From an optimization exercise on the open Yosys and OpenROAD flow, aimed at small area, a short achievable clock period and few clock cycles per item; shortcuts taken in it are not production practice.
In this exercise RTL edits were held to simulation tests only and were not proved equivalent to the original.

==> inputs of v6 <==
## wheel_color_strip_generator_top
module wheel_color_strip_generator_top
(
   input  logic        clock,
   input  logic        reset,
   input  logic        req_tvalid,
   output logic        req_tready,
   input  logic [63:0] req_tdata,    
   output logic        rsp_tvalid,
   input  logic        rsp_tready,
   output logic [31:0] rsp_tdata,    
   output logic        rsp_tlast,    
   input  logic        csr_psel,
   input  logic        csr_penable,
   input  logic        csr_pwrite,
   input  logic [4:0]  csr_paddr,
   input  logic [31:0] csr_pwdata,
   output logic [31:0] csr_prdata,
   output logic        csr_pready
);
Settings: LEC_CHECK=0, CAP_MARGIN=20, CORE_MARGIN=2, CORE_UTILIZATION=50, CTS_BUF_LIST=sky130_fd_sc_hd__clkbuf_4, CTS_CLUSTER_SIZE=30, SLEW_MARGIN=60, SYNTH_MEMORY_MAX_BITS=16384; clock period 22.0 ns.
run.sh (not shown) runs the stock make flow with config.mk's settings and CLKGATE_MAP_FILE= SYNTH_SCRIPT=/design/flow/synth_recipe.tcl, a recipe that flattens the netlist after the stock synthesis.
==> inputs of v26, as changes to v6 <==
CORE_UTILIZATION = 55   (was 50)
SLEW_MARGIN = 90   (was 60)
==> inputs of v20, as changes to v6 <==
CORE_UTILIZATION = 55   (was 50)
==> inputs of v9, as changes to v6 <==
--- a/flow/design.v
+++ b/flow/design.v
@@ -2682,11 +2682,11 @@
    logic [16:0] fade_rom_value;
    logic [16:0] scale;           
    logic        bright_write;
    logic        sc_busy_ff;
    logic [2:0]  sc_cnt_ff;
-   logic [9:0]  v_new;
+   logic [9:0]  v_ff, v_new;
    logic [16:0] scale_new;
    logic [16:0] mcand, acc_in;
    logic        fade_one;
    logic [8:0]  step_val;
    logic [7:0]  offset;
@@ -2736,11 +2736,11 @@
       .value (fade_rom_value)
    );
    assign bright_write = csr_psel && csr_penable && csr_pwrite && (csr_paddr[4:2] == 3'd3);
    wcsg_scale_rom u_scale_rom (
       .c     (acc_ff[14:5]),
-      .v     (scale[9:0]),
+      .v     (v_ff),
       .x     (acc_ff[16:5]),
       .v_new (v_new),
       .scale (scale_new)
    );
    always_ff @(posedge clock) begin
@@ -2751,11 +2751,11 @@
          sc_busy_ff <= 1'b1;
          sc_cnt_ff  <= 3'd0;
       end else if (sc_busy_ff) begin
          sc_cnt_ff <= sc_cnt_ff + 3'd1;
          if (sc_cnt_ff == 3'd2) begin
-            scale <= 17'(v_new);      
+            v_ff <= v_new;
          end
          if (sc_cnt_ff == 3'd5) begin
             sc_busy_ff <= 1'b0;
             scale      <= scale_new;
          end
@@ -2774,12 +2774,12 @@
       if (sc_busy_ff) begin
          case (sc_cnt_ff)
             3'd0:    begin mcand = 17'd25701; nib = brightness_scale[3:0]; acc_in = 17'd0; end
             3'd1:    begin mcand = 17'd25701; nib = brightness_scale[7:4]; end
             3'd2:    begin mcand = 17'd70255; nib = v_new[3:0]; acc_in = 17'd0; end
-            3'd3:    begin mcand = 17'd70255; nib = scale[7:4]; end
-            default: begin mcand = 17'd70255; nib = {2'd0, scale[9:8]}; end
+            3'd3:    begin mcand = 17'd70255; nib = v_ff[7:4]; end
+            default: begin mcand = 17'd70255; nib = {2'd0, v_ff[9:8]}; end
          endcase
       end
       acc_sum = 21'(acc_in) + 21'(mcand) * 21'(nib);
    end
    always_ff @(posedge clock) begin
CORE_UTILIZATION = 55   (was 50)
CTS_CLUSTER_SIZE = default   (was 30)
SLEW_MARGIN = 40   (was 60)
==> flow_summary.yaml <==
floorplanning:
  die_w_um: 259
  die_h_um: 259
placed_design:
  place_congestion: 1.06
yosys:
  yosysSeqAreaShare: 0.251
  synth_area_sq_um: 35700
  synth_cells: 4081
run_status:
  status: "aborted with a tool error"
  failing_step: "3_5_place_dp"
  stop_error: "[ERROR DPL-0038] Utilization greater than 100%, impossible to legalize"
(the above is from v26)
==> flow_summary.yaml <==
run_status:
  status: "timing/DRC/antenna clean"
yosys:
  synthSimpleGateAreaFrac: 0.155
  synth_area_sq_um: 35700
  synth_cells: 4081
  yosysSeqAreaShare: 0.251
drt:
  dr_wl_met2_um: 46100
floorplanning:
  die_h_um: 259
grt:
  top_usage_layer: "met2"
cells_and_area:
  fillers: 5877
placed_design:
  place_congestion: 1.06
setup_path:
  path_common_cell: "clkdlybuf4s50_1"
(the above is from v20)
==> flow_summary.yaml <==
run_status:
  status: "timing/DRC/antenna clean"
cells_and_area:
  inverters_excl_clock: 374
yosys:
  synth_area_sq_um: 35700
  synth_cells: 4081
floorplanning:
  die_h_um: 271
  die_w_um: 271
  die_area_sq_um: 73500
timing:
  fmax_mhz: 89.7
drt:
  dr.max_layer_used: "met5"
(the above is from v6)
==> flow_summary.yaml <==
setup_path:
  cp_slowest_cell: "clkdlybuf4s50_1"
  path_buf_inv: 2
cts:
  htree_levels: 3
yosys:
  synth_area_sq_um: 35800
floorplanning:
  die_w_um: 259
  start_util: 0.556
  num_rows: 93
grt:
  top_usage_layer: "met2"
drt:
  drt-pass1-iter-count: 7
cells_and_area:
  drive_above_1_share: 0.0820
run_status:
  status: "timing/DRC/antenna clean"
(the above is from v9)
Testbench counts of v6, summed over its fixed seeds: cycles 19,520, items 3,072.
Testbench counts of v26, summed over its fixed seeds: cycles 19,520, items 3,072.
Testbench counts of v20, summed over its fixed seeds: cycles 19,520, items 3,072.
Testbench counts of v9, summed over its fixed seeds: cycles 19,520, items 3,072.

what the ideal ports hide:
No port has a modelled driver above. Below, the same layouts with a new extraction and two added sets of constraints. Step 1: set_driving_cell puts a clkbuf_16 on clock and a buf_2 on each other input, an assumption about the parent block. Step 2 adds t to the input delays and takes it off the output delays; t is the mean of the earliest and latest rising clock arrival at the registers after step 1. Input paths then give back, and output paths get back, about the clock's delay inside the block. Three values: ideal ports, drivers, drivers and shift; two values: the first two.
run | t (ns) | slack for setup (ns) | clock arrival spread, ns | worst data-port slew with drivers (ns) | pins driven straight from the clock port
v6 | 0.908 | 10.848 / 10.819 / 10.819 | 0.103 / 0.103 | 0.11 | 1
v20 | 0.915 | 11.257 / 11.218 / 11.218 | 0.089 / 0.089 | 0.08 | 1
v9 | 0.895 | 10.699 / 10.638 / 10.638 | 0.048 / 0.049 | 0.08 | 1
After both steps every run listed still meets setup and hold. The setup slack of v9, which loses most, moves by -0.061 ns with the drivers and by -0.061 ns with both steps.
